Background: an optimization exercise with open tools, aiming at small area. Do not read the settings as production practice. The RTL was checked by simulation tests, not by an equivalence proof against the original design. Power and IR drop assume default switching activity. The clock port is modelled as an ideal driver; clocking choices that lean on that would not hold on a real chip.

--- design/flow/design.v ---
module mcpu_ram_loader #(
    parameter int WORD_SIZE  = 8,
    parameter int ADDR_WIDTH = 8,
    parameter int LOAD_LEN   = 1 << ADDR_WIDTH
) (
    input  logic                  clk,
    input  logic                  reset,
    input  logic                  start,
    input  logic                  s_valid,
    input  logic [WORD_SIZE-1:0]  s_data,
    output logic                  s_ready,
    output logic                  we,
    output logic [WORD_SIZE-1:0]  datawr,
    output logic                  re,
    output logic [ADDR_WIDTH-1:0] addr,
    input  logic [WORD_SIZE-1:0]  datard,
    output logic [ADDR_WIDTH-1:0] instraddr,
    input  logic [WORD_SIZE-1:0]  instrrd,
    output logic                  busy,
    output logic                  done,
    output logic                  error,
    output logic [ADDR_WIDTH:0]   err_count,
    output logic [ADDR_WIDTH-1:0] first_err_addr
);
    typedef enum logic [2:0] {
        IDLE,
        LOAD_WAIT,
        WRITE,
        SETTLE,
        VERIFY,
        DONE
    } state_t;
    localparam int K  = 7;                   
    localparam int NR = 36;                  
    localparam int NB = K * NR;              
    localparam int NT = LOAD_LEN - NB;       
    localparam int D  = 4;                   
    localparam int UW = $clog2(K);
    localparam int PW = $clog2(D + 1);
    localparam int QW = $clog2(D);
    state_t                state, next_state;
    logic [ADDR_WIDTH-1:0] idx;
    logic [WORD_SIZE-1:0]  q [D];            
    logic [PW-1:0]         np;               
    logic [QW-1:0]         pos;              
    logic [UW-1:0]         u;                
    logic                  sh, hd;           
    logic [UW-1:0]         rsl;              
    logic [WORD_SIZE-1:0]  ring [NR][K];
    logic [WORD_SIZE-1:0]  din, ref_word;
    logic                  mismatch;
    logic                  accept, last_word, in_ring;
    assign accept    = (state == LOAD_WAIT) && s_valid;
    assign last_word = (idx == ADDR_WIDTH'(LOAD_LEN - 1));
    assign in_ring   = (idx < ADDR_WIDTH'(NB));
    assign din       = q[pos];
    always_comb begin
        if (in_ring) ref_word = ring[NR-1][rsl];
        else         ref_word = q[QW'(ADDR_WIDTH'(LOAD_LEN - 1) - idx)];
    end
    assign mismatch = (datard != ref_word) || (instrrd != ref_word);
    for (genvar i = 0; i < NR; i++) begin : g_ring
        logic [WORD_SIZE-1:0] prev;
        if (i == 0) begin : g_first
            assign prev = din;
        end else begin : g_next
            assign prev = ring[i-1][K-1];
        end
        always_ff @(posedge clk) begin
            ring[i][0] <= ({WORD_SIZE{sh}} & prev) | ({WORD_SIZE{hd}} & ring[i][K-1]);
            for (int j = 1; j < K; j++) ring[i][j] <= ring[i][j-1];
        end
    end
    always_ff @(posedge clk) begin
        if (accept) begin
            q[0] <= s_data;
            for (int j = 1; j < D; j++) q[j] <= q[j-1];
        end
    end
    logic          ins, sh_n;
    logic [PW-1:0] np1, np_n;
    logic [QW-1:0] pos_n;
    logic [UW-1:0] u_n;
    always_comb begin
        ins   = sh && (np != '0);
        np1   = np - PW'(ins);
        np_n  = np1 + PW'(accept && in_ring);
        if (np1 != '0) pos_n = pos - QW'(ins) + QW'(accept);
        else           pos_n = '0;
        u_n   = sh ? u : ((u == UW'(K - 1)) ? '0 : u + 1'b1);
        sh_n  = (u_n == '0) && ((np_n != '0) || next_state == VERIFY);
    end
    always_ff @(posedge clk or posedge reset) begin
        if (reset) begin
            u   <= '0;
            np  <= '0;
            pos <= '0;
            sh  <= 1'b0;
            hd  <= 1'b1;
            rsl <= '0;
        end else begin
            u   <= u_n;
            np  <= np_n;
            pos <= pos_n;
            sh  <= sh_n;
            hd  <= !sh_n;
            if (state == SETTLE) rsl <= (u_n == '0) ? UW'(K - 1) : u_n - 1'b1;
        end
    end
    always_ff @(posedge clk or posedge reset) begin
        if (reset) state <= IDLE;
        else       state <= next_state;
    end
    always_ff @(posedge clk or posedge reset) begin
        if (reset) begin
            idx            <= '0;
            err_count      <= '0;
            first_err_addr <= '0;
        end else begin
            case (state)
                IDLE, DONE: begin
                    if (start) begin
                        err_count      <= '0;
                        first_err_addr <= '0;
                    end
                end
                WRITE:     idx <= idx + 1'b1;
                VERIFY: begin
                    if (mismatch) begin
                        err_count <= err_count + 1'b1;
                        if (err_count == '0) first_err_addr <= idx;
                    end
                    idx <= idx + 1'b1;
                end
                default: ;
            endcase
        end
    end
    always_comb begin
        next_state = state;
        s_ready    = 1'b0;
        we         = 1'b0;
        re         = 1'b0;
        datawr     = '0;
        addr       = '0;
        instraddr  = '0;
        busy       = 1'b0;
        done       = 1'b0;
        error      = 1'b0;
        case (state)
            IDLE: if (start) next_state = LOAD_WAIT;
            LOAD_WAIT: begin
                s_ready = 1'b1;
                busy    = 1'b1;
                if (s_valid) next_state = WRITE;
            end
            WRITE: begin
                we         = 1'b1;
                datawr     = q[0];
                addr       = idx;
                busy       = 1'b1;
                next_state = last_word ? SETTLE : LOAD_WAIT;
            end
            SETTLE: begin
                busy       = 1'b1;
                next_state = VERIFY;
            end
            VERIFY: begin
                re        = 1'b1;
                addr      = idx;
                instraddr = idx;
                busy      = 1'b1;
                if (last_word) next_state = DONE;
            end
            DONE: begin
                done  = 1'b1;
                error = (err_count != '0);
                if (start) next_state = LOAD_WAIT;
            end
            default: next_state = IDLE;
        endcase
    end
endmodule
--- design/flow/run.sh ---
#!/bin/bash
# synth_recipe.tcl (not shown) runs the flow's synth.tcl, then flattens the netlist and writes it again
# the make line also repeats each setting of config.mk as NAME=value (left out here)
make -C /OpenROAD-flow-scripts/flow DESIGN_CONFIG=/design/flow/config.mk WORK_HOME=/design/flow/orfs CLKGATE_MAP_FILE= SYNTH_SCRIPT=/design/flow/synth_recipe.tcl finish
--- design/flow/config.mk ---
export PLATFORM = sky130hd
export DESIGN_NAME = mcpu_ram_loader
export DESIGN_NICKNAME = mcpu_ram_loader
export VERILOG_FILES = /design/flow/design.v
export SDC_FILE = /design/flow/constraint.sdc
export NUM_CORES = 4
export LEC_CHECK = 0
export CAP_MARGIN = 20
export CORE_MARGIN = 2
export CORE_UTILIZATION = 60
export CTS_BUF_LIST = sky130_fd_sc_hd__clkbuf_8
export CTS_CLUSTER_SIZE = 30
export SLEW_MARGIN = 20
--- design/flow/constraint.sdc ---
create_clock -name core_clock -period 10.0 [get_ports {clk}]
set_input_delay 2.0000 -clock core_clock [delete_from_list [all_inputs] [get_ports {clk}]]
set_output_delay 2.0000 -clock core_clock [all_outputs]
set_load 0.01 [all_outputs]
==> results of run 1 <==
-- cell usage in the layout (no fill, tap or decap), drive strengths merged, types with 7 or more instances in the layout --
cell type and n:
bufinv 7, o21ai 14, buf 7, mux2i 26
a22o 297, clkbuf 382, dfxtp 2016, a21oi 13
edfxtp 32, nor2 22, and2 19, a222oi 8
mux4 20, nand3 7, clkdlybuf4s50 74, ha 14
inv 132, clkinv 32, dfrtp 40, nand2 30
xnor2 11, and3 11
-- worst max-delay path: stages, from the launching register on --
cell	delay, ns
dfrtp_1	0.50
nor2_1	0.38
nand2_1	0.49
inv_1	0.70
or2_2	0.36
and2_1	0.17
clkdlybuf4s50_1	0.55
-- registers in the layout, indices dropped and copies added, names as in the netlist --
signal / count
ring: 2016
q: 32
err_count: 9
first_err_addr: 8
idx: 8
np: 3
rsl: 3
state: 3
u: 3
pos: 2
hd: 1
sh: 1
-- per-layer routing --
layer | wire length [um] | GRT usage
met5 | 20 | 0
met4 | 1548 | 0.07814
met3 | 5063 | 0.06152
met2 | 28740 | 0.2427
met1 | 36650 | 0.2714
-- power by group --
part	total, uW	internal [uW]	switching (uW)	leakage, uW
clock	6530	3620	2900	0.00353
combinational	895	342	552	0.00225
sequential	9080	8740	339	0.0171
-- metrics by stage --
stage	instance area (um^2)	power (uW)	hold WS (ns)	utilization
final	55430	16500	0.2573	0.7040
after global routing	55420	17200	0.2528	0.7038
after CTS	55390	16690	0.2497	0.7034
after detailed placement	49290	10130	0.3121	0.6259
after global placement	49290	10110	0.3095	0.6259
after floorplan	47500	9680	0.3096	-
-- cell usage after synthesis, drive strengths merged, types with 4 or more instances --
cell    instances  area (um^2)
inv            27        101.4
mux2i          26        260.3
xnor2          11        96.34
nand3b          4        30.03
clkbuf         79        296.5
nand2          30        112.6
edfxtp         32        960.9
nor4            4        25.02
nand3           7        35.03
a22o          297         2601
ha             14        175.2
nor3            6        35.03
mux2            4        45.04
dfrtp          40         1001
and2           19        118.9
and3           11        68.82
dfxtp        2016        40360
mux4           20        450.4
a222oi          8        80.08
nor2           22        82.58
a21oi          13        65.06
nand4           6        37.54
buf             9        45.03
o21ai          14        70.07
-- logic make-up (layout without fill, tap and decap cells) --
group,count (synthesis),count (layout),share of synthesized area
xor gates and xnor gates,12,12,0.002212
muxes,50,50,0.01591
DFF,2089,2089,0.8914
AOI/OAI and AO/OA,356,356,0.06324
buffers and inverters,115,638,0.009324
other,0,5,0
adders and majority gates,14,14,0.003687
and+or+nand+nor,126,126,0.01420
-- final cells by class --
cell class / instances / share of cell area
Clock buffer: 382 / 0.09485
Timing Repair Buffer: 81 / 0.01497
Sequential cell: 2089 / 0.7641
Multi-Input combinational cell: 558 / 0.08514
Clock inverter: 148 / 0.01519
Inverter: 27 / 0.001828
Tap cell: 1050 / 0.02370
Antenna cell: 5 / 0.0002257
-- worst min-delay path by stage --
stage                             from           end  cells past startpoint
after floorplan            ring[99][0]  ring[100][0]                      0
after global placement    ring[176][1]  ring[177][1]                      0
after detailed placement  ring[101][2]  ring[102][2]                      0
after CTS                 ring[197][7]  ring[198][7]                      0
after global routing        ring[9][1]   ring[10][1]                      0
final                     ring[197][7]  ring[198][7]                      0
==> impl_metrics.tcl, run 1 <==
set metrics [dict create \
    outcome "finished clean" \
    async_flop_share 0.01963 \
    vdd_drop_max_v 0.0001755 \
    seq_area_frac_synth 0.8914 \
    core_area_um2 78740 \
    hpwl_mm 38.79 \
    post_cts_resized 0 \
    multiInputGateArea_um2 4720 \
    finClkSkew_ns 0.07599 \
    yosys_register_bits 2089 \
    grt_overflow 0 \
    drt-pass1-iter-count 6 \
    viasPerCell 4.736 \
    synth_area_um2 47500 \
    cp-start-kind "flop" \
    grt_pass1_vias 22130 \
    place_ws_ns 4.992 \
    cts_buffers 310 \
    finalSetupTns_ns 0 \
    clk_latency_ns 0.91 \
    nNetsFinal 3109 \
    initialDrtViolationCount 1162 \
    ys.flop_type "dfxtp_1" \
    wl_mm 72.02 \
    dieArea_um2 81440 \
    num_rows 103 \
    r2r_setup_slack_ns 5.70 \
    route.detailed.drc 0 \
    r2r-start "state[0]" \
    vias 20560 \
    cts_buffer_depth 4 \
    area_delta_synth_final_pct 16.69 \
    grt_first_pass_wirelength_mm 117.7 \
    final-hold-violation-count 0 \
    leakagePower_uw 0.02288 \
    path_class "flop to output port" \
    ant_nets 0 \
    worst_ep_arrival_time_ns 4.00 \
    antenna_found_initial 5 \
    grt_max_degree 202 \
    io_buffers 74 \
    cp-startpoint "state[0]" \
    finalWeightedCongestion 0.8168 \
    layout_worst_path_cycle_share 0.5997 \
    start_util 0.6033 \
    drive_gt1_frac 0.1425 \
    htree_levels 5 \
    max_slew_margin 0.2141 \
    clkTransAtPathRegs_ns 0.07 \
    drv_cap 0 \
    crit_path_end "addr[4]" \
    placed_cells 3804 \
    setup_violations 0 \
    cts-root-buf "clkbuf_8" \
    wire_per_inst_um 16.59 \
    cts_tree "yes" \
    worstMarginPinSlew_ns 1.179 \
    fillCellCount 5095 \
    cts_hold_buf 0 \
    track_usage 0.1825 \
    synth.distinct_cells 58 \
    die-height_um 285.4 \
    fin_ws_ns 4.003 \
    regArea_um2 42350 \
    rsz0062_at_grt "false" \
    synthCells 2762 \
    cts_num_sinks 2089 \
    cts_setup_buffers 0 \
    r2r_end "first_err_addr[7]" \
    worst_ep_required_time_ns 8.00 \
    hp-class "flop to flop" \
    period_needed_ns 5.997 \
    max_freq_ghz 0.1668 \
    maxSlewViolCount 0 \
    synth_nets 2804 \
    synth-edff-count 32 \
    cp-end-kind "output port" \
    fin_cells 4340 \
    crit_fanout 12 \
    ios 75 \
    yosys_warnings 3 \
    die_w_um 285.4 \
    synth.avg_cell_area_um2 17.20 \
    power_density_nw_per_um2 297.7 \
    rr_worst_depth 9 \
]
==> inputs of run 2 (changes only) <==
--- a/design/flow/config.mk
+++ b/design/flow/config.mk
@@ -9,5 +9,3 @@
 export CORE_MARGIN = 2
-export CORE_UTILIZATION = 60
-export CTS_BUF_LIST = sky130_fd_sc_hd__clkbuf_8
-export CTS_CLUSTER_SIZE = 30
+export CORE_UTILIZATION = 40
 export SLEW_MARGIN = 20
==> run 2 against run 1 <==
  * Still clean on timing, DRC and antenna
  * Routed wire length fell by 3.9%
  * Register-to-register slack got worse by 0.18 ns
  * Clock-buffer cell count fell by 116
  * Critical endpoint is now addr[5]
  * Largest cell class unchanged
  * Largest power group unchanged
  * Highest routed layer is now met4
==> impl_metrics.tcl, run 2 <==
set metrics [dict create \
    outcome "finished clean" \
    cts_buffers 179 \
    synth.avg_cell_area_um2 17.20 \
    layout_commonest_cell "dfxtp_1" \
    setup_violations 0 \
    wl_mm 69.17 \
    synthCells 2762 \
    ios 75 \
    htree_levels 4 \
    async_flop_share 0.01963 \
    power_density_nw_per_um2 302.4 \
    yosys_warnings 3 \
    synth_area_um2 47500 \
    final-hold-violation-count 0 \
    synth_common_cells "dfxtp_1, a22o_1, clkbuf_1" \
    route.detailed.drc 0 \
    yosysTopAreaCellShare 0.8496 \
    grt_max_degree 190 \
    drive_gt1_frac 0.1070 \
    met3_usage 0.03597 \
    final_cell_mix "dfxtp_1, a22o_1, clkbuf_16" \
    hp-class "flop to flop" \
    post_cts_resized 0 \
    grt-busiest-layer "met1" \
    track_usage 0.1151 \
    ys.flop_type "dfxtp_1" \
    finClkSkew_ns 0.03920 \
    cp-end-kind "output port" \
    leakagePower_uw 0.02243 \
    layout_worst_path_cycle_share 0.5547 \
    synth_most_common_cell "dfxtp_1" \
    cts_setup_buffers 0 \
    antenna_found_initial 3 \
    finalWeightedCongestion 0.7682 \
    drt-pass1-iter-count 6 \
    die_w_um 348.6 \
    use_met2 0.1427 \
    ant_nets 0 \
    max_slew_margin 0.2933 \
    cp-start-kind "flop" \
    cts_num_sinks 2089 \
    worst_ep_arrival_time_ns 3.55 \
    multiInputGateArea_um2 4720 \
    top_regs "ring: 2016 flops, q: 32 flops, err_count: 9 flops" \
    dieArea_um2 121500 \
    clkTransAtPathRegs_ns 0.07 \
    grt_first_pass_wirelength_mm 110.3 \
    io_buffers 74 \
    wire_per_inst_um 14.97 \
    area_delta_synth_final_pct 18.32 \
    path_class "flop to output port" \
    crit_fanout 12 \
    worst_ep_required_time_ns 8.00 \
    clk_latency_ns 0.77 \
    largest_reg_flops 2016 \
    worstMarginPinSlew_ns 1.060 \
    maxSlewViolCount 0 \
    cts_hold_buf 0 \
    core_area_um2 117900 \
    fin_util 0.4766 \
    synthTopCellsByArea "dfxtp_1, a22o_1, dfrtp_1" \
    vdd_drop_max_v 0.0002145 \
    synth_area_leader_cell "dfxtp_1" \
    yosys_register_bits 2089 \
    cts_tree "yes" \
    vias 19910 \
    drv_cap 0 \
    num_rows 126 \
    fillCellCount 9882 \
    finalSetupTns_ns 0 \
    use_met1 0.1819 \
    cts_buffer_depth 3 \
    grt_pass1_vias 19800 \
    max_freq_ghz 0.1803 \
    synth_nets 2804 \
    seq_area_frac_synth 0.8914 \
    start_util 0.4028 \
    hpwl_mm 38.46 \
    die-height_um 348.6 \
    nNetsFinal 2978 \
    antenna_cells 0 \
    initialDrtViolationCount 1116 \
    period_needed_ns 5.547 \
    grt_overflow 0 \
    synth-edff-count 32 \
    rsz0062_at_grt "false" \
    synth.distinct_cells 58 \
    viasPerCell 4.310 \
    cts-root-buf "clkbuf_16" \
    regMostFlops "ring" \
    regArea_um2 42360 \
]
run 2: path summary, 6_finish.rpt:
path	from	endpoint	slack, ns	cells after the start
worst max-delay path	state[0]	addr[5]	4.45	6
worst min-delay path	ring[189][7]	ring[190][7]	0.29	0
worst max register to register	state[0]	first_err_addr[5]	5.52	9
worst min register to register	ring[189][7]	ring[190][7]	0.29	0
max in group asynchronous	reset	sh	7.32	2
min in group asynchronous	reset	rsl[2]	1.97	2
run 2: metrics by stage:
| stage | instance area (um^2) | power, uW | worst slack [ns] | hold WS [ns] | std cells |
|---|---|---|---|---|---|
| 6_report | 56210 | 17000 | 4.453 | 0.2936 | 4620 |
| 5_1_grt | 56210 | 17650 | 4.158 | 0.2890 | 4620 |
| 4_1_cts | 56210 | 17190 | 4.440 | 0.2887 | 4620 |
| 3_5_place_dp | 49920 | 10110 | 4.570 | 0.3121 | 4291 |
| 3_3_place_gp | 49920 | 10100 | 4.571 | 0.3102 | 4291 |
| 2_1_floorplan | 47500 | 9680 | 6.132 | 0.3096 | 2762 |
run 2: routing by layer:
metal | share of wire | routed length [um] | up-vias
met5 | 0 | 0 | -
met4 | 0.022 | 1527 | 0
met3 | 0.064 | 4438 | 134
met2 | 0.36 | 25170 | 421
met1 | 0.55 | 38040 | 9715
li1 | - | - | 9640
run 2: where the power goes:
group,internal [uW],switching [uW]
Sequential,8740,274
Clock,4120,2940
Combinational,337,584
Total,13200,3800
run 2: final cells by class:
| cell class | instances | share of cell area |
|---|---|---|
| repair buffers | 81 | 0.01456 |
| inverters | 27 | 0.001803 |
| clock inverters | 63 | 0.01649 |
| clock buffers | 266 | 0.09543 |
| well taps | 1536 | 0.03419 |
| multi-input cells | 558 | 0.08397 |
| flip-flops and latches | 2089 | 0.7536 |
run 2: logic make-up after synthesis:
family                     count (synthesis)  share of synthesized area
AOI/OAI and AO/OA                        356                    0.06324
buffers and inverters                    115                   0.009324
DFF                                     2089                     0.8914
xor gates and xnor gates                  12                   0.002212
muxes                                     50                    0.01591
adders and majority gates                 14                   0.003687
and+or+nand+nor                          126                    0.01420
run 2: critical path, stage by stage (launching register included):
cell	delay, ns
dfrtp_1	0.51
nor2_1	0.39
nand2_1	0.33
inv_1	0.50
or2_2	0.34
and2_1	0.16
clkdlybuf4s50_1	0.54
==> inputs of run 3 (changes only) <==
==> design/flow/flow/run.sh (new file) <==
#!/bin/bash
# Standard ORFS layout, with a leaner clock tree: no dummy loads, clkbuf_8
# leaf buffers driving clusters of up to 16 flip-flops; and buf_1 port buffers.
set -euo pipefail
export CTS_ARGS="-sink_clustering_enable -repair_clock_nets -dont_use_dummy_load -sink_clustering_size 30 -sink_clustering_max_diameter 150"
bash standard.sh > standard.log 2>&1
==> design/flow/standard.sh (new file) <==
#!/bin/bash
# synth_recipe.tcl (not shown) runs the flow's synth.tcl, then flattens the netlist and writes it again
# the make line also repeats each setting of config.mk as NAME=value (left out here)
make -C /OpenROAD-flow-scripts/flow DESIGN_CONFIG=/design/flow/config.mk WORK_HOME=/design/flow/orfs CLKGATE_MAP_FILE= SYNTH_SCRIPT=/design/flow/synth_recipe.tcl "${@:-finish}"
removed: design/flow/run.sh
==> run 3 against run 2 <==
  * Via count down 4.8%
  * Critical path type unchanged
  * Critical path depth unchanged
  * Sequential cell count unchanged
  * Largest power group unchanged
  * Synthesized area unchanged
  * Worst hold slack better by 0.0030 ns
  * Setup slack better by 0.10 ns
  * Core utilization down 3.7 points
  * Clock skew up 0.022 ns
  * First-iteration DRC count up 17%
  * Non-clock buffer count unchanged
  * Die area unchanged
==> impl_metrics.tcl, run 3 <==
set metrics [dict create \
    outcome "finished clean" \
    clkTransAtPathRegs_ns 0.11 \
    yosys_warnings 3 \
    worst_ep_required_time_ns 8.00 \
    cts-root-buf "clkbuf_16" \
    grt_max_degree 190 \
    initialDrtViolationCount 1302 \
    synthCells 2762 \
    multiInputGateArea_um2 4720 \
    largest_reg_flops 2016 \
    fin_cells 4371 \
    num_rows 126 \
    yosysTopAreaCellShare 0.8496 \
    r2r_setup_slack_ns 5.59 \
    start_util 0.4028 \
    drv_cap 0 \
    max_freq_ghz 0.1837 \
    area_delta_synth_final_pct 9.245 \
    die-height_um 348.6 \
    die_w_um 348.6 \
    top_regs "ring: 2016 flops, q: 32 flops, err_count: 9 flops" \
    wire_per_inst_um 15.21 \
    grt_overflow 0 \
    synth_common_cells "dfxtp_1, a22o_1, clkbuf_1" \
    finClkSkew_ns 0.06160 \
    io_buffers 74 \
    rr_worst_depth 9 \
    hp-class "flop to flop" \
    wl_mm 66.48 \
    whs_path_depth 0 \
    drt-pass1-iter-count 7 \
    dieArea_um2 121500 \
    clk_latency_ns 0.67 \
    nNetsFinal 2878 \
    layout_worst_path_cycle_share 0.5445 \
    regMostFlops "ring" \
    ios 75 \
    period_needed_ns 5.445 \
    cts_buffers 79 \
    cts_tree "yes" \
    track_usage 0.1089 \
    seq_area_frac_synth 0.8914 \
    placed_cells 4291 \
    grt_first_pass_wirelength_mm 104.8 \
    yosys_register_bits 2089 \
    rsz0062_at_grt "false" \
    vdd_drop_max_v 0.0001923 \
    cts_buffer_depth 3 \
    cts_setup_buffers 0 \
    path_class "flop to output port" \
    r2r_end "first_err_addr[5]" \
    viasPerCell 4.337 \
    max_stage_delay_ns 0.54 \
    maxSlewViolCount 0 \
    max_slew_margin 0.2821 \
    synth_area_leader_cell "dfxtp_1" \
    cts_hold_buf 0 \
    synth.avg_cell_area_um2 17.20 \
    layout_commonest_cell "dfxtp_1" \
    worstMarginPinSlew_ns 1.073 \
    cts_num_sinks 2089 \
    synth.distinct_cells 58 \
    fin_util 0.4401 \
    cp-end-kind "output port" \
    drive_gt1_frac 0.04164 \
    leakagePower_uw 0.02031 \
    async_flop_share 0.01963 \
    vias 18960 \
    route.detailed.drc 0 \
    synth_nets 2804 \
    synth_most_common_cell "dfxtp_1" \
    htree_levels 3 \
    antenna_found_initial 3 \
    cp-start-kind "flop" \
    hpwl_mm 38.46 \
    worst_path_max_delay_cell "clkdlybuf4s50_1" \
    fillCellCount 10250 \
    worst_ep_arrival_time_ns 3.44 \
    crit_fanout 12 \
    post_cts_resized 0 \
    synth_area_um2 47500 \
    final_cell_mix "dfxtp_1, a22o_1, clkbuf_16" \
    r2r-start "state[0]" \
    core_area_um2 117900 \
    synth-edff-count 32 \
    path_cells "nor2_1 -> nand2_1 -> inv_1 -> or2_2 -> and2_1 -> clkdlybuf4s50_1" \
    setup_violations 0 \
    regArea_um2 42360 \
    ys.flop_type "dfxtp_1" \
    final-hold-violation-count 0 \
    synthTopCellsByArea "dfxtp_1, a22o_1, dfrtp_1" \
    ant_nets 0 \
    finalSetupTns_ns 0 \
    worstHoldEndpoint "ring[214][4]" \
    grt_pass1_vias 18470 \
    power_density_nw_per_um2 261.8 \
    finalWeightedCongestion 0.7682 \
    worstHoldStart "ring[213][4]" \
]
==> run 3: changes by cell type in the layout (fill, tap and decap cells not counted), moves of 4 or more <==
cell / previous run / this run
clkbuf_16: 185 / 79
clkbuf_8: 43 / 0
clkbuf_1: 38 / 0
clkinv_2: 26 / 0
bufinv_16: 14 / 0
clkinv_16: 5 / 0
clkinv_8: 4 / 0
inv_16: 4 / 0
==> run 3: cells by family (layout without fill, tap and decap cells) <==
kind of cell,Yosys count,count (layout),synth area share
other,0,1,0
DFF,2089,2089,0.8914
buffers and inverters,115,187,0.009324
and+or+nand+nor,126,126,0.01420
xor gates and xnor gates,12,12,0.002212
muxes,50,50,0.01591
AOI/OAI and AO/OA,356,356,0.06324
adders and majority gates,14,14,0.003687
==> run 3: critical path, delay by kind of cell (launching register included) <==
kind,cells,cell delay [ns]
simple gates,4,1.23
buf+inv,2,1.05
flops,1,0.52
==> run 3: where the power goes <==
part	internal, uW	leakage, uW	switching (uW)	total, uW
registers	8730	0.0171	273	9010
clock network	1430	0.000974	2230	3660
logic	337	0.00225	586	923
total	10500	0.0203	3080	13600
==> run 3: layer usage <==
metal / part of all wire / track usage
met1: 0.56 / 0.1784
met2: 0.36 / 0.1370
met3: 0.058 / 0.02537
met4: 0.020 / 0.03475
met5: 0 / 0
==> run 3: area by class of cell <==
class                      instances  area share
sequential                      2089      0.8162
multi-input combinational        558     0.09094
clock buffer                      79     0.03809
tap                             1536     0.03703
timing repair buffer              81     0.01577
inverter                          27    0.001953
antenna                            1  0.00004822
==> run 3: how the worst max path moves through the flow <==
stage | from | endpoint | cells after the start
6_report | state[0] | addr[5] | 6
2_1_floorplan | state[1] | addr[2] | 7
3_3_place_gp | datard[0] | first_err_addr[4] | 8
5_1_grt | state[0] | addr[2] | 6
3_5_place_dp | datard[0] | first_err_addr[5] | 8
4_1_cts | state[0] | addr[5] | 6
==> run 3: through the flow <==
| step | instance area, um^2 | hold WS, ns | setup slack (ns) | power (uW) |
|---|---|---|---|---|
| floorplan | 47500 | 0.3096 | 6.132 | 9680 |
| global placement | 49920 | 0.3102 | 4.571 | 10100 |
| detailed placement | 49920 | 0.3121 | 4.570 | 10110 |
| CTS | 51890 | 0.2871 | 4.558 | 13740 |
| global route | 51890 | 0.2949 | 4.279 | 14130 |
| finish | 51900 | 0.2966 | 4.555 | 13590 |
==> inputs of run 4 (changes only) <==
==> design/flow/flow/run.sh (replaced) <==
#!/bin/bash
# Standard ORFS layout, with a leaner clock tree: no dummy loads, clkbuf_8
# leaf buffers driving clusters of up to 16 flip-flops; and buf_1 port buffers.
set -euo pipefail
export CTS_ARGS="-sink_clustering_enable -repair_clock_nets -dont_use_dummy_load -buf_list sky130_fd_sc_hd__clkbuf_8 -sink_clustering_size 16 -sink_clustering_max_diameter 60"
export BUFFER_PORTS_ARGS="-buffer_cell sky130_fd_sc_hd__buf_1"
bash standard.sh > standard.log 2>&1
==> run 4 against run 3 <==
  * Core utilization shrank 0.31 points
  * Cell count grew 1.7%
  * Synthesized cell count is the same
  * Sequential cell count is the same
  * Clock skew shrank 0.0027 ns
  * Register-to-register slack lost 0.15 ns
  * Setup slack gained 0.19 ns
  * Critical endpoint unchanged
  * Highest routed layer unchanged
==> impl_metrics.tcl, run 4 <==
set metrics [dict create \
    num_rows 126 \
    worstMarginPinSlew_ns 1.022 \
    crit_fanout 12 \
    initialDrtViolationCount 1221 \
    worstSetupPathDepth 6 \
    synth_xor_area_frac 0.002212 \
    max_stage_delay_ns 0.53 \
    finalWeightedCongestion 0.7663 \
    path_class "flop to output port" \
    io_buffers 74 \
    leakagePower_uw 0.02024 \
    synth_common_cells "dfxtp_1, a22o_1, clkbuf_1" \
    cts_tree "yes" \
    vias 19240 \
    cp-startpoint "state[0]" \
    worst_ep_arrival_time_ns 3.25 \
    vdd_drop_max_v 0.0001977 \
    yosys_register_bits 2089 \
    cp-start-kind "flop" \
    clk_latency_ns 0.83 \
    synthCells 2762 \
    cts_buffers 150 \
    ys.flop_type "dfxtp_1" \
    synth-edff-count 32 \
    nNetsFinal 2951 \
    max_freq_ghz 0.1903 \
    max_slew_margin 0.3163 \
    seq_area_frac_synth 0.8914 \
    yosysTopAreaCellShare 0.8496 \
    start_util 0.4028 \
    synth-compound-area-share 0.06324 \
    ios 75 \
    htree_levels 4 \
    grt_pass1_vias 19090 \
    synth_top_family_by_area "compound AO/OA/AOI/OAI gates" \
    synth-simple-area-share 0.01420 \
    ant_nets 0 \
    grt_first_pass_wirelength_mm 107.1 \
    die_w_um 348.6 \
    r2r_end "first_err_addr[4]" \
    outcome "finished clean" \
    rr_worst_depth 10 \
    drive_gt1_frac 0.06570 \
    drt-pass1-iter-count 5 \
    setup_violations 0 \
    post_cts_resized 0 \
    synth_area_leader_cell "dfxtp_1" \
    top_regs "ring: 2016 flops, q: 32 flops, err_count: 9 flops" \
    hpwl_mm 39.40 \
    die-height_um 348.6 \
    area_delta_synth_final_pct 8.471 \
    final_cell_mix "dfxtp_1, a22o_1, clkbuf_8" \
    cts_hold_buf 0 \
    layout_worst_path_cycle_share 0.5254 \
    finClkSkew_ns 0.05891 \
    cts_buffer_depth 3 \
    largest_reg_flops 2016 \
    worst_ep_required_time_ns 8.00 \
    synth_nets 2804 \
    fin_ws_ns 4.746 \
    synthAdderAreaFrac 0.003687 \
    synth.avg_cell_area_um2 17.20 \
    finalSetupTns_ns 0 \
    layout_commonest_cell "dfxtp_1" \
    route.detailed.drc 0 \
    crit_path_end "addr[5]" \
    cp_top_family "simple AND/OR/NAND/NOR gates" \
    viasPerCell 4.328 \
    hp-class "flop to flop" \
    power_density_nw_per_um2 262.1 \
    r2r_setup_slack_ns 5.44 \
    grt_overflow 0 \
    maxSlewViolCount 0 \
    wl_mm 67.76 \
    r2r-start "state[0]" \
    yosys_warnings 3 \
    final-hold-violation-count 0 \
    crit_buf_inv 2 \
    track_usage 0.1129 \
    rsz0062_at_grt "false" \
    cts_setup_buffers 0 \
    regMostFlops "ring" \
    period_needed_ns 5.254 \
    cts_num_sinks 2089 \
    antenna_found_initial 5 \
    wire_per_inst_um 15.24 \
    cts-root-buf "clkbuf_8" \
    worst_path_max_delay_cell "inv_1" \
    synthTopCellsByArea "dfxtp_1, a22o_1, dfrtp_1" \
    place_ws_ns 4.699 \
    synth_most_common_cell "dfxtp_1" \
    async_flop_share 0.01963 \
    clkTransAtPathRegs_ns 0.10 \
    cp-end-kind "output port" \
    path_cells "nor2_1 -> nand2_1 -> inv_1 -> or2_2 -> and2_1 -> buf_1" \
    grt_max_degree 178 \
    drv_cap 0 \
    core_area_um2 117900 \
    muxShareOfSynthArea 0.01591 \
    synth.distinct_cells 58 \
    dieArea_um2 121500 \
    synth_area_um2 47500 \
]
-- run 4: how the worst min path moves through the flow --
stage	start	endpoint	cells past startpoint
floorplan	ring[99][0]	ring[100][0]	0
global placement	ring[94][6]	ring[95][6]	0
detailed placement	ring[110][0]	ring[111][0]	0
CTS	ring[78][7]	ring[79][7]	0
global route	ring[78][7]	ring[79][7]	0
finish	ring[78][7]	ring[79][7]	0
-- run 4: cell type report --
class	count	area, um^2
tap	1536	1922
inverter	27	101.3
sequential	2089	42360
antenna	3	7.507
timing repair buffer	83	357.8
multi-input combinational	558	4720
fill	10330	66390
clock buffer	150	2064
-- run 4: logic make-up (layout without fill, tap and decap cells) --
logic type | count (synthesis) | in the layout
buf+inv | 115 | 260
simple gates | 126 | 126
other cells | 0 | 3
compound gates | 356 | 356
flops | 2089 | 2089
xor+xnor | 12 | 12
mux | 50 | 50
fa+ha+maj | 14 | 14
-- run 4: layer usage --
layer  track usage  up-vias  routed length, um  part of all wire
met3       0.03192      139               4677             0.069
met1        0.1807     9289              37340              0.55
met2        0.1386      406              24040              0.35
met4       0.04469        0               1710             0.025
li1              -     9407                  -                 -
met5             0        -                  0                 0
-- run 4: stage by stage --
| stage | instances | hold slack, ns | instance area (um^2) | utilization | total power, uW |
|---|---|---|---|---|---|
| finish | 4446 | 0.2634 | 51530 | 0.4370 | 13510 |
| global route | 4444 | 0.2610 | 51520 | 0.4369 | 14120 |
| CTS | 4443 | 0.2611 | 51520 | 0.4369 | 13690 |
| detailed placement | 4293 | 0.3121 | 49450 | 0.4194 | 10060 |
| global placement | 4293 | 0.3098 | 49450 | 0.4194 | 10050 |
| floorplan | 2762 | 0.3096 | 47500 | - | 9680 |
-- run 4: where the power goes --
part           internal, uW  total (uW)  switching (uW)  leakage (uW)
combinational           291         841             551       0.00207
sequential             8730        9030             303        0.0171
clock                  1350        3630            2290       0.00108
==> inputs of run 5 (changes only) <==
--- a/design/flow/design.v
+++ b/design/flow/design.v
@@ -93,17 +93,11 @@
     always_ff @(posedge clk or posedge reset) begin
-        if (reset) begin
-            u   <= '0;
-            np  <= '0;
-            pos <= '0;
-            sh  <= 1'b0;
-            hd  <= 1'b1;
-            rsl <= '0;
-        end else begin
-            u   <= u_n;
-            np  <= np_n;
-            pos <= pos_n;
-            sh  <= sh_n;
-            hd  <= !sh_n;
-            if (state == SETTLE) rsl <= (u_n == '0) ? UW'(K - 1) : u_n - 1'b1;
-        end
+        if (reset) np <= '0;
+        else       np <= np_n;
+    end
+    always_ff @(posedge clk) begin
+        u   <= u_n;
+        pos <= pos_n;
+        sh  <= sh_n;
+        hd  <= !sh_n;
+        if (state == SETTLE) rsl <= (u_n == '0) ? UW'(K - 1) : u_n - 1'b1;
     end
==> design/flow/flow/run.sh (replaced) <==
#!/bin/bash
# Standard ORFS layout, with a leaner clock tree: no dummy loads, clkbuf_8
# leaf buffers driving clusters of up to 19 flip-flops; and buf_1 port buffers.
set -euo pipefail
export CTS_ARGS="-sink_clustering_enable -repair_clock_nets -dont_use_dummy_load -buf_list sky130_fd_sc_hd__clkbuf_8 -sink_clustering_size 19 -sink_clustering_max_diameter 60"
export BUFFER_PORTS_ARGS="-buffer_cell sky130_fd_sc_hd__buf_1"
bash standard.sh > standard.log 2>&1
==> run 5 against run 4 <==
  * Still clean
  * Sequential power rose by 1%
  * Fmax increased by 1.1%
  * Critical endpoint is now instraddr[2]
  * Setup slack better by 0.058 ns
==> impl_metrics.tcl, run 5 <==
set metrics [dict create \
    outcome "finished clean" \
    finalWeightedCongestion 0.7571 \
    ys.flop_type "dfxtp_1" \
    cp-end-kind "output port" \
    layout_worst_path_cycle_share 0.5196 \
    final-hold-violation-count 0 \
    rsz0062_at_grt "false" \
    fin_util 0.4349 \
    vias 19150 \
    synth_nets 2826 \
    cts_num_sinks 2089 \
    ios 75 \
    regMostFlops "ring" \
    design_area_um2 51290 \
    final_cell_mix "dfxtp_1, a22o_1, clkbuf_8" \
    route.detailed.drc 0 \
    yosys_register_bits 2089 \
    place_area_um2 49450 \
    grt_max_degree 169 \
    async_flop_share 0.01484 \
    setup_violations 0 \
    worst_ep_required_time_ns 8.00 \
    dieArea_um2 121400 \
    area_delta_synth_final_pct 8.055 \
    htree_levels 4 \
    yosys_warnings 3 \
    synth_most_common_cell "dfxtp_1" \
    initialDrtViolationCount 1032 \
    antenna_found_initial 5 \
    crit_fanout 19 \
    nNetsFinal 2957 \
    crit_buf_inv 2 \
    seq_area_frac_synth 0.8917 \
    drt-pass1-iter-count 7 \
    grt_overflow 0 \
    synthCells 2784 \
    path_cells "nor3b_2 -> buf_4 -> and2_1 -> buf_1" \
    start_util 0.4025 \
    cp-start-kind "flop" \
    cts_buffer_depth 3 \
    synth.distinct_cells 60 \
    worst_ep_arrival_time_ns 3.20 \
    synth-simple-area-share 0.01568 \
    viasPerCell 4.300 \
    synthTopCellsByArea "dfxtp_1, a22o_1, edfxtp_1" \
    synth_common_cells "dfxtp_1, a22o_1, clkbuf_1" \
    period_needed_ns 5.196 \
    cts_setup_buffers 0 \
    max_slew_margin 0.2477 \
    cts_tree "yes" \
    io_buffers 74 \
    synthAdderAreaFrac 0.003690 \
    worstHoldStart "ring[219][4]" \
    cp_top_family "simple AND/OR/NAND/NOR gates" \
    synth-edff-count 35 \
    vdd_drop_max_v 0.0001428 \
    max_stage_delay_ns 0.65 \
    yosysTopAreaCellShare 0.8532 \
    synth_area_um2 47470 \
    r2r-start "rsl[2]" \
    grt_pass1_vias 18730 \
    finalSetupTns_ns 0 \
    muxShareOfSynthArea 0.01081 \
    worst_path_max_delay_cell "dfrtp_1" \
    synth-compound-area-share 0.06640 \
    wire_per_inst_um 15.06 \
    clk_latency_ns 0.81 \
    grt_first_pass_wirelength_mm 105.3 \
    drive_gt1_frac 0.06179 \
    top_regs "ring: 2016 flops, q: 32 flops, err_count: 9 flops" \
    die-height_um 348.5 \
    finClkSkew_ns 0.08513 \
    largest_reg_flops 2016 \
    max_freq_ghz 0.1925 \
    layout_commonest_cell "dfxtp_1" \
    ant_nets 0 \
    synth_area_leader_cell "dfxtp_1" \
    worstMarginPinSlew_ns 1.128 \
    place_ws_ns 5.688 \
    core_area_um2 117900 \
    cts_hold_buf 0 \
    cp-startpoint "state[2]" \
    leakagePower_uw 0.02000 \
    maxSlewViolCount 0 \
    cts-root-buf "clkbuf_8" \
    path_class "flop to output port" \
    track_usage 0.1107 \
    cts_buffers 133 \
    synth_top_family_by_area "compound AO/OA/AOI/OAI gates" \
    wl_mm 67.05 \
    synth.avg_cell_area_um2 17.05 \
    clkTransAtPathRegs_ns 0.10 \
    hp-class "flop to flop" \
    drv_cap 0 \
    fillCellCount 10410 \
    hpwl_mm 38.00 \
    power_density_nw_per_um2 263.1 \
    post_cts_resized 0 \
    fin_ws_ns 4.804 \
    num_rows 126 \
    synth_xor_area_frac 0.002214 \
    die_w_um 348.5 \
]
[run 5: changes by cell type after synthesis, sizes merged, moves of 4 or more]
cell / before / now
mux2i: 26 / 13
dfrtp: 40 / 31
mux4: 20 / 11
o21ai: 14 / 23
a22o: 297 / 289
mux2: 4 / 12
dfxtp: 2016 / 2023
nor2b: 1 / 8
nor3: 6 / 12
nand3: 7 / 12
o211ai: 0 / 5
a221oi: 1 / 5
[run 5: path summary, 6_finish.rpt]
check,cells past startpoint,slack [ns],end
setup / recovery,4,4.80,instraddr[2]
min in group asynchronous,3,1.25,state[2]
hold reg to reg,0,0.26,ring[220][4]
setup reg to reg,10,5.98,first_err_addr[1]
max in group asynchronous,3,8.35,idx[5]
hold / removal,0,0.26,ring[220][4]
[run 5: metrics by stage]
stage,hold WS [ns],cells,power (uW)
finish,0.2587,4453,13500
global route,0.2752,4450,14130
CTS,0.2609,4449,13680
detailed placement,0.3121,4316,10240
global placement,0.3096,4316,10220
floorplan,0.3096,2784,9822
[run 5: worst reg2reg max path, stage by stage (launching register included)]
cell       delay, ns
edfxtp_1        0.93
mux2_2          0.42
a221oi_1        0.30
o2111ai_1       0.19
o311ai_0        0.20
mux2i_1         0.51
o2111ai_1       0.25
a2111oi_4       0.22
buf_4           0.31
a21oi_2         0.19
mux2_2          0.32
[run 5: power breakdown]
group,internal [uW],switching (uW),total [uW],leakage [uW]
logic,304,601,905,0.00197
registers,8820,313,9140,0.0171
clock network,1200,2250,3450,0.000956
[run 5: cell type report]
| type | instances | area, um^2 | share of cell area |
|---|---|---|---|
| repair buffers | 85 | 385.4 | 0.007513 |
| clock buffers | 133 | 1831 | 0.03569 |
| well taps | 1536 | 1922 | 0.03747 |
| diodes | 4 | 10.01 | 0.0001952 |
| flip-flops and latches | 2089 | 42330 | 0.8254 |
| multi-input cells | 580 | 4712 | 0.09187 |
| inverters | 26 | 97.59 | 0.001903 |
[run 5: cells by family after synthesis]
logic type | count (synthesis)
flip-flops | 2089
AO/OA/AOI/OAI | 376
AND/OR/NAND/NOR | 142
buffers and inverters | 115
multiplexers | 36
adder cells (fa/ha/maj) | 14
XOR/XNOR | 12
[run 5: metal layers]
| metal | GRT usage | routed length (um) | vias to the layer above |
|---|---|---|---|
| met4 | 0.04108 | 1575 | 0 |
| met1 | 0.1786 | 37630 | 9277 |
| met3 | 0.02446 | 3184 | 119 |
| met5 | 0 | 0 | - |
| met2 | 0.1403 | 24660 | 309 |
| li1 | - | - | 9441 |
==> inputs of run 6 (changes only) <==
--- a/design/flow/design.v
+++ b/design/flow/design.v
@@ -46,3 +46,7 @@
     logic [UW-1:0]         u;                
-    logic                  sh, hd;           
+    logic                  sh_l, hd_l;       
+    logic                  sh;
+    logic [UW-1:0]         tc;               
+    logic                  tb;               
+    logic                  h_in, h_rd;
     logic [UW-1:0]         rsl;              
@@ -55,3 +59,8 @@
     assign in_ring   = (idx < ADDR_WIDTH'(NB));
-    assign din       = q[pos];
+    assign sh        = !sh_l;
+    assign h_in = tb ^ (tc == UW'(K - 1));
+    assign h_rd = tb ^ (tc < rsl);
+    assign din = q[pos] ^ {WORD_SIZE{h_in}};
+    logic                 flip;
+    logic [WORD_SIZE-1:0] dx;
     always_comb begin
@@ -60,3 +69,5 @@
     end
-    assign mismatch = (datard != ref_word) || (instrrd != ref_word);
+    assign flip     = in_ring && !h_rd;
+    assign dx       = datard ^ ref_word;
+    assign mismatch = (datard != instrrd) || (flip ? !(&dx) : (|dx));
     for (genvar i = 0; i < NR; i++) begin : g_ring
@@ -69,3 +80,3 @@
         always_ff @(posedge clk) begin
-            ring[i][0] <= ({WORD_SIZE{sh}} & prev) | ({WORD_SIZE{hd}} & ring[i][K-1]);
+            ring[i][0] <= ~(({WORD_SIZE{sh_l}} | prev) & ({WORD_SIZE{hd_l}} | ring[i][K-1]));
             for (int j = 1; j < K; j++) ring[i][j] <= ring[i][j-1];
@@ -99,4 +110,6 @@
         pos <= pos_n;
-        sh  <= sh_n;
-        hd  <= !sh_n;
+        sh_l <= !sh_n;
+        hd_l <= sh_n;
+        tc   <= (tc >= UW'(K - 1)) ? '0 : tc + 1'b1;
+        tb   <= tb ^ (tc >= UW'(K - 1));
         if (state == SETTLE) rsl <= (u_n == '0) ? UW'(K - 1) : u_n - 1'b1;
==> run 6 against run 5 <==
  * Still clean on timing, DRC and antenna
  * Total power up 40%
  * Sequential power up 52%
  * Synthesized area down 0.52%
  * Cell count up 0.61%
  * Non-clock buffer count unchanged
  * Core utilization down 0.13 points
  * Critical path type unchanged
  * Largest cell class unchanged
==> impl_metrics.tcl, run 6 <==
set metrics [dict create \
    outcome "finished clean" \
    final_cell_mix "dfxtp_1, o22ai_1, clkbuf_8" \
    power_density_nw_per_um2 369.2 \
    hpwl_mm 32.57 \
    crit_buf_inv 3 \
    clk_latency_ns 0.81 \
    seq_area_frac_synth 0.8980 \
    antenna_found_initial 2 \
    worst_path_max_delay_cell "dfrtp_1" \
    rr_worst_depth 9 \
    async_flop_share 0.01481 \
    nNetsFinal 2991 \
    initialDrtViolationCount 935 \
    maxSlewViolCount 0 \
    design_area_um2 51000 \
    cts_setup_buffers 0 \
    leakagePower_uw 0.02041 \
    wire_per_inst_um 13.43 \
    ys.flop_type "dfxtp_1" \
    yosys_warnings 3 \
    synth.distinct_cells 55 \
    p_comb_frac 0.079 \
    vias 19020 \
    post_cts_resized 0 \
    cp-startpoint "state[1]" \
    ios 75 \
    num_rows 126 \
    finalWeightedCongestion 0.7273 \
    drv_cap 0 \
    cp_top_family "simple AND/OR/NAND/NOR gates" \
    place_ws_ns 5.507 \
    path_cells "inv_1 -> nand3b_1 -> inv_1 -> or2_2 -> and2_1 -> buf_1" \
    cts_buffers 132 \
    layout_commonest_cell "dfxtp_1" \
    place_area_um2 49180 \
    yosys_register_bits 2093 \
    area_delta_synth_final_pct 8.007 \
    clkTransAtPathRegs_ns 0.10 \
    largest_reg_flops 2016 \
    synth_area_um2 47220 \
    grt_pass1_vias 18960 \
    placed_cells 4347 \
    ant_nets 0 \
    synth_most_common_cell "dfxtp_1" \
    p_sw_uw 4346 \
    finalSetupTns_ns 0 \
    cp-start-kind "flop" \
    worstHoldStart "ring[93][0]" \
    drive_gt1_frac 0.06150 \
    synth-edff-count 35 \
    io_buffers 74 \
    dieArea_um2 120800 \
    die-height_um 347.6 \
    grt_overflow 0 \
    r2r_end "first_err_addr[0]" \
    r2r-start "idx[0]" \
    finClkSkew_ns 0.06355 \
    crit_fanout 15 \
    fin_util 0.4337 \
    wl_mm 60.17 \
    fin_ws_ns 5.358 \
    start_util 0.4015 \
    regMostFlops "ring" \
    crit_path_frequent_cell "inv_1" \
    cts_tree "yes" \
    synth_area_leader_cell "dfxtp_1" \
    htree_levels 4 \
    worst_ep_required_time_ns 8.00 \
    setup_violations 0 \
    hp-class "flop to flop" \
    final-hold-violation-count 0 \
    track_usage 0.1010 \
    grt_max_degree 162 \
    synthCells 2811 \
    layout_worst_path_cycle_share 0.4642 \
    cts_hold_buf 0 \
    p_clk_frac 0.182 \
    yosysTopAreaCellShare 0.8593 \
    path_class "flop to output port" \
    worst_ep_arrival_time_ns 2.64 \
    p_int_uw 14490 \
    core_area_um2 117600 \
    cp-end-kind "output port" \
    synth.avg_cell_area_um2 16.80 \
    synth_nets 2857 \
    viasPerCell 4.245 \
    cts-root-buf "clkbuf_8" \
    r2r_setup_slack_ns 6.31 \
    fin_cells 4480 \
    cts_num_sinks 2093 \
    grt_first_pass_wirelength_mm 99.40 \
    drt-pass1-iter-count 5 \
    max_stage_delay_ns 0.44 \
    synth_common_cells "dfxtp_1, o22ai_1, clkbuf_1" \
    fillCellCount 10390 \
    worstMarginPinSlew_ns 1.025 \
    period_needed_ns 4.642 \
    vdd_drop_max_v 0.0001686 \
    max_freq_ghz 0.2154 \
    seqPwrFrac 0.738 \
    synthTopCellsByArea "dfxtp_1, o22ai_1, edfxtp_1" \
    die_w_um 347.6 \
    rsz0062_at_grt "false" \
    worstHoldEndpoint "ring[94][0]" \
    max_slew_margin 0.3168 \
    cts_buffer_depth 3 \
    whs_path_depth 0 \
    top_regs "ring: 2016 flops, q: 32 flops, err_count: 9 flops" \
    route.detailed.drc 0 \
    sw_frac_of_total 0.2308 \
]
[run 6: cell types whose count changed after synthesis, moves of 5 or more]
cell,before,now
a22oi_1,0,6
a22o_1,289,1
o22ai_1,3,292
xor2_1,2,18
nor2b_1,8,14
buf_2,7,1
o21ai_0,23,6
xnor2_1,10,21
nand3_1,12,7
mux2i_1,13,28
nand2_1,29,38
or3_1,5,0
o211ai_1,5,0
[run 6: power by group through the flow]
stage / Sequential (uW) / Clock, uW / Combinational, uW
2_1_floorplan: 13500 / 0 / 1210
3_3_place_gp: 14000 / 0 / 1500
3_5_place_dp: 14100 / 0 / 1510
4_1_cts: 14000 / 3610 / 1530
5_1_grt: 14400 / 3920 / 1680
6_report: 13900 / 3430 / 1490
[run 6: cells by family after synthesis]
kind of cell             after synthesis  share of synthesized area
AND/OR/NAND/NOR                      154                    0.01786
adder cells (fa/ha/maj)               18                   0.004769
buffers and inverters                109                   0.009406
AO/OA/AOI/OAI                        343                    0.04677
multiplexers                          55                    0.01595
flip-flops                          2093                     0.8980
XOR/XNOR                              39                   0.007234
[run 6: routing by layer]
layer,global-route usage,vias up,wire [um]
met4,0.03861,0,1438
met2,0.1421,193,24020
met1,0.1491,9177,32370
li1,-,9526,-
met5,0,-,0
met3,0.02495,123,2343
[run 6: stage by stage]
step / power (uW) / hold WS [ns]
3_3_place_gp: 15510 / 0.3096
4_1_cts: 19130 / 0.2807
5_1_grt: 19970 / 0.2817
3_5_place_dp: 15640 / 0.3121
2_1_floorplan: 14720 / 0.3096
6_report: 18830 / 0.2848
[run 6: worst max-delay path by stage]
stage | endpoint | slack [ns] | cells after the start
after floorplan | first_err_addr[0] | 6.16 | 8
after global placement | first_err_addr[0] | 5.63 | 9
after detailed placement | first_err_addr[0] | 5.51 | 9
after CTS | addr[2] | 5.24 | 6
after global routing | addr[2] | 5.07 | 6
final | addr[2] | 5.36 | 6
[run 6: worst register-to-register path: cells and delay by family (launching register included)]
kind / cells / cell delay [ns]
muxes: 2 / 0.50
xor gates and xnor gates: 1 / 0.18
AOI/OAI and AO/OA: 2 / 0.49
buffers and inverters: 1 / 0.38
DFF: 1 / 0.45
and+or+nand+nor: 2 / 1.11
adders and majority gates: 1 / 0.47
[run 6: layout make-up]
| cell class | count | area [um^2] | share of cell area |
|---|---|---|---|
| clock buffers | 132 | 1817 | 0.03562 |
| well taps | 1536 | 1922 | 0.03768 |
| diodes | 1 | 2.502 | 0.00004906 |
| multi-input cells | 609 | 4385 | 0.08598 |
| flip-flops and latches | 2093 | 42410 | 0.8316 |
| repair buffers | 85 | 372.9 | 0.007311 |
| inverters | 24 | 90.09 | 0.001766 |
==> inputs of run 7 (changes only) <==
--- a/design/flow/design.v
+++ b/design/flow/design.v
@@ -48,4 +48,3 @@
     logic                  sh;
-    logic [UW-1:0]         tc;               
-    logic                  tb;               
+    logic [UW:0]           tau;              
     logic                  h_in, h_rd;
@@ -60,14 +59,14 @@
     assign sh        = !sh_l;
-    assign h_in = tb ^ (tc == UW'(K - 1));
-    assign h_rd = tb ^ (tc < rsl);
+    logic [UW:0] tau_rd;
+    always_comb begin
+        h_in   = (tau >= (UW+1)'(K - 1)) && (tau != (UW+1)'(2*K - 1));
+        tau_rd = (tau >= (UW+1)'(rsl)) ? tau - (UW+1)'(rsl) : tau + (UW+1)'(2*K) - (UW+1)'(rsl);
+        h_rd   = (tau_rd >= (UW+1)'(K));
+    end
     assign din = q[pos] ^ {WORD_SIZE{h_in}};
-    logic                 flip;
-    logic [WORD_SIZE-1:0] dx;
     always_comb begin
-        if (in_ring) ref_word = ring[NR-1][rsl];
+        if (in_ring) ref_word = ring[NR-1][rsl] ^ {WORD_SIZE{!h_rd}};
         else         ref_word = q[QW'(ADDR_WIDTH'(LOAD_LEN - 1) - idx)];
     end
-    assign flip     = in_ring && !h_rd;
-    assign dx       = datard ^ ref_word;
-    assign mismatch = (datard != instrrd) || (flip ? !(&dx) : (|dx));
+    assign mismatch = (datard != ref_word) || (instrrd != ref_word);
     for (genvar i = 0; i < NR; i++) begin : g_ring
@@ -112,4 +111,3 @@
         hd_l <= sh_n;
-        tc   <= (tc >= UW'(K - 1)) ? '0 : tc + 1'b1;
-        tb   <= tb ^ (tc >= UW'(K - 1));
+        tau  <= (tau >= (UW+1)'(2*K - 1)) ? '0 : tau + 1'b1;
         if (state == SETTLE) rsl <= (u_n == '0) ? UW'(K - 1) : u_n - 1'b1;
==> design/flow/flow/run.sh (replaced) <==
#!/bin/bash
# Standard ORFS layout, with a leaner clock tree: no dummy loads, clkbuf_8
# leaf buffers driving clusters of up to 18 flip-flops; and buf_1 port buffers.
set -euo pipefail
export CTS_ARGS="-sink_clustering_enable -repair_clock_nets -dont_use_dummy_load -buf_list sky130_fd_sc_hd__clkbuf_8 -sink_clustering_size 18 -sink_clustering_max_diameter 60"
export BUFFER_PORTS_ARGS="-buffer_cell sky130_fd_sc_hd__buf_1"
bash standard.sh > standard.log 2>&1
==> run 7 against run 6 <==
  * Critical path type unchanged
  * Fmax shrank 9.7%
  * Critical endpoint unchanged
  * Core utilization increased by 0.12 points
  * Sequential cell count stayed put
  * Clock-buffer cell count rose by 4
  * Combinational power is 3% higher
==> impl_metrics.tcl, run 7 <==
set metrics [dict create \
    finalPower_uw 19000 \
    cts_buffer_depth 3 \
    wl_mm 65.34 \
    crit_buf_inv 2 \
    top_regs "ring: 2016 flops, q: 32 flops, err_count: 9 flops" \
    timing.hold.ws_ns 0.2838 \
    leakagePower_uw 0.02055 \
    clkTransAtPathRegs_ns 0.11 \
    start_util 0.4026 \
    yosys_register_bits 2093 \
    path_class "flop to output port" \
    drive_gt1_frac 0.06077 \
    vias 19620 \
    seq_area_frac_synth 0.8931 \
    max_freq_ghz 0.1945 \
    synth_common_cells "dfxtp_1, o22ai_1, clkbuf_1" \
    rsz0062_at_grt "false" \
    design_area_um2 51280 \
    hp-class "flop to flop" \
    period_needed_ns 5.141 \
    grt_first_pass_wirelength_mm 106.1 \
    core_area_um2 117900 \
    cp-end-kind "output port" \
    synth_area_um2 47480 \
    yosysTopAreaCellShare 0.8547 \
    htree_levels 4 \
    route.detailed.drc 0 \
    worst_path_max_delay_cell "dfrtp_1" \
    final-hold-violation-count 0 \
    fin_cells 4534 \
    ios 75 \
    place_area_um2 49400 \
    worst_ep_required_time_ns 8.00 \
    dieArea_um2 121500 \
    cp_top_family "simple AND/OR/NAND/NOR gates" \
    max_stage_delay_ns 0.53 \
    worstMarginPinSlew_ns 0.9943 \
    outcome "finished clean" \
    drv_cap 0 \
    synth_most_common_cell "dfxtp_1" \
    power_density_nw_per_um2 370.4 \
    layout_commonest_cell "dfxtp_1" \
    clk_latency_ns 0.81 \
    post_cts_resized 0 \
    worst_ep_arrival_time_ns 3.14 \
    regMostFlops "ring" \
    synth.avg_cell_area_um2 16.54 \
    ant_nets 0 \
    cts_buffers 136 \
    layout_worst_path_cycle_share 0.5141 \
    cts_num_sinks 2093 \
    viasPerCell 4.326 \
    finalSetupTns_ns 0 \
    cts_hold_buf 0 \
    crit_fanout 10 \
    largest_reg_flops 2016 \
    finClkSkew_ns 0.07439 \
    synth_area_leader_cell "dfxtp_1" \
    grt_pass1_vias 19740 \
    cts_setup_buffers 0 \
    die-height_um 348.5 \
    final_cell_mix "dfxtp_1, o22ai_1, clkbuf_8" \
    grt_overflow 0 \
    finalWeightedCongestion 0.7742 \
    yosys_warnings 3 \
    antenna_found_initial 9 \
    cts-root-buf "clkbuf_8" \
    path_cells "nor2_1 -> nand2_1 -> clkinv_1 -> or2_2 -> and2_1 -> buf_1" \
    synth.distinct_cells 66 \
    placed_cells 4395 \
    io_buffers 74 \
    synth_nets 2924 \
    hpwl_mm 36.32 \
    drt-pass1-iter-count 5 \
    fillCellCount 10450 \
    die_w_um 348.5 \
    max_slew_margin 0.3371 \
    cts_tree "yes" \
    wire_per_inst_um 14.41 \
    cp-start-kind "flop" \
    setup_violations 0 \
    num_rows 126 \
    area_delta_synth_final_pct 8.014 \
    maxSlewViolCount 0 \
    synthTopCellsByArea "dfxtp_1, o22ai_1, edfxtp_1" \
    synthCells 2870 \
    track_usage 0.1086 \
    async_flop_share 0.01481 \
    grt_max_degree 176 \
    initialDrtViolationCount 1038 \
    ys.flop_type "dfxtp_1" \
    vdd_drop_max_v 0.0001988 \
    synth-edff-count 35 \
    nNetsFinal 3051 \
]
## run 7: cell types whose count changed in the layout (fill, tap and decap cells not counted), moves of 7 or more
| cell | before | now |
|---|---|---|
| nor2_1 | 23 | 50 |
| nand2_1 | 38 | 22 |
| xor2_1 | 17 | 5 |
| nand3_1 | 7 | 17 |
| nor2b_1 | 14 | 5 |
| o211ai_1 | 0 | 8 |
| a31oi_1 | 0 | 7 |
| a32o_1 | 1 | 8 |
| and3_1 | 6 | 13 |
| mux4_2 | 15 | 8 |
## run 7: cell type report
class                           count  area [um^2]  area share
Inverter                           30        112.6    0.002196
Antenna cell                        3        7.507   0.0001464
Tap cell                         1536         1922     0.03747
Clock buffer                      136         1872     0.03650
Multi-Input combinational cell    653         4587     0.08944
Timing Repair Buffer               83        370.4    0.007222
Sequential cell                  2093        42410      0.8270
## run 7: metrics by stage
| step | util | setup slack (ns) |
|---|---|---|
| floorplan | - | 6.135 |
| global placement | 0.4190 | 5.547 |
| detailed placement | 0.4190 | 5.407 |
| CTS | 0.4348 | 4.808 |
| global route | 0.4349 | 4.640 |
| finish | 0.4349 | 4.859 |
## run 7: layer usage
layer	track usage	wire, um	vias to the layer above
met5	0	20	-
met4	0.03879	1421	4
met3	0.02713	3067	121
met2	0.1485	25540	282
met1	0.1646	35290	9465
li1	-	-	9743
## run 7: cell families after synthesis
kind of cell / share of synthesized area
xor gates and xnor gates: 0.003874
muxes: 0.01049
DFF: 0.8931
buffers and inverters: 0.01044
and+or+nand+nor: 0.01955
adders and majority gates: 0.007168
AOI/OAI and AO/OA: 0.05534
## run 7: path summary, 6_finish.rpt
path	start	to	slack (ns)	cells past startpoint
max	state[0]	addr[2]	4.86	6
min	ring[3][5]	ring[4][5]	0.28	0
max reg2reg	rsl[1]	first_err_addr[3]	5.37	14
min reg2reg	ring[3][5]	ring[4][5]	0.28	0
max in group asynchronous	reset	err_count[3]	8.24	3
min in group asynchronous	reset	err_count[8]	1.37	3
## run 7: power by group
part	switching, uW	total [uW]	internal (uW)
sequential	1350	14000	12600
clock	2260	3490	1230
combinational	844	1530	684
total	4450	19000	14500

==> afterwards: timing with drivers on the ports <==
No port has a modelled driver above. Below, the same layouts with a new extraction and two added sets of constraints.
Step 1 sets driving cells, clkbuf_16 on the clock port and buf_2 on the other inputs (assumed; they add their load-dependent delay and slew).
Step 2 adds t to the input delays and takes it off the output delays; t is the mean of the earliest and latest rising clock arrival at the registers after step 1. Input paths then give back, and output paths get back, about the clock's delay inside the block.
Slacks: no drivers / after step 1 / after step 2; pairs: no drivers / after step 1.
run	shift t [ns]	setup WS [ns]	hold slack, ns	worst setup path after step 2	latest minus earliest clock arrival (ns)
run 1	0.923	4.003 / 3.945 / 4.869	0.257 / 0.257 / 0.257	register to output	0.090 / 0.091
run 2	0.813	4.453 / 4.382 / 4.397	0.294 / 0.294 / 0.294	input to register	0.052 / 0.052
run 3	0.701	4.555 / 4.490 / 4.470	0.297 / 0.297 / 0.297	input to register	0.064 / 0.064
run 4	0.856	4.746 / 4.684 / 4.575	0.263 / 0.263 / 0.263	input to register	0.100 / 0.100
run 5	0.833	4.804 / 4.735 / 5.568	0.259 / 0.259 / 0.259	register to output	0.102 / 0.102
run 6	0.823	5.358 / 5.299 / 5.540	0.285 / 0.285 / 0.285	input to register	0.097 / 0.097
run 7	0.842	4.859 / 4.789 / 5.374	0.284 / 0.284 / 0.284	register to register	0.084 / 0.085
After both steps setup and hold are still met in every run listed. The setup slack of run 4, which loses most, moves by -0.062 ns with the drivers and by -0.171 ns with both steps.
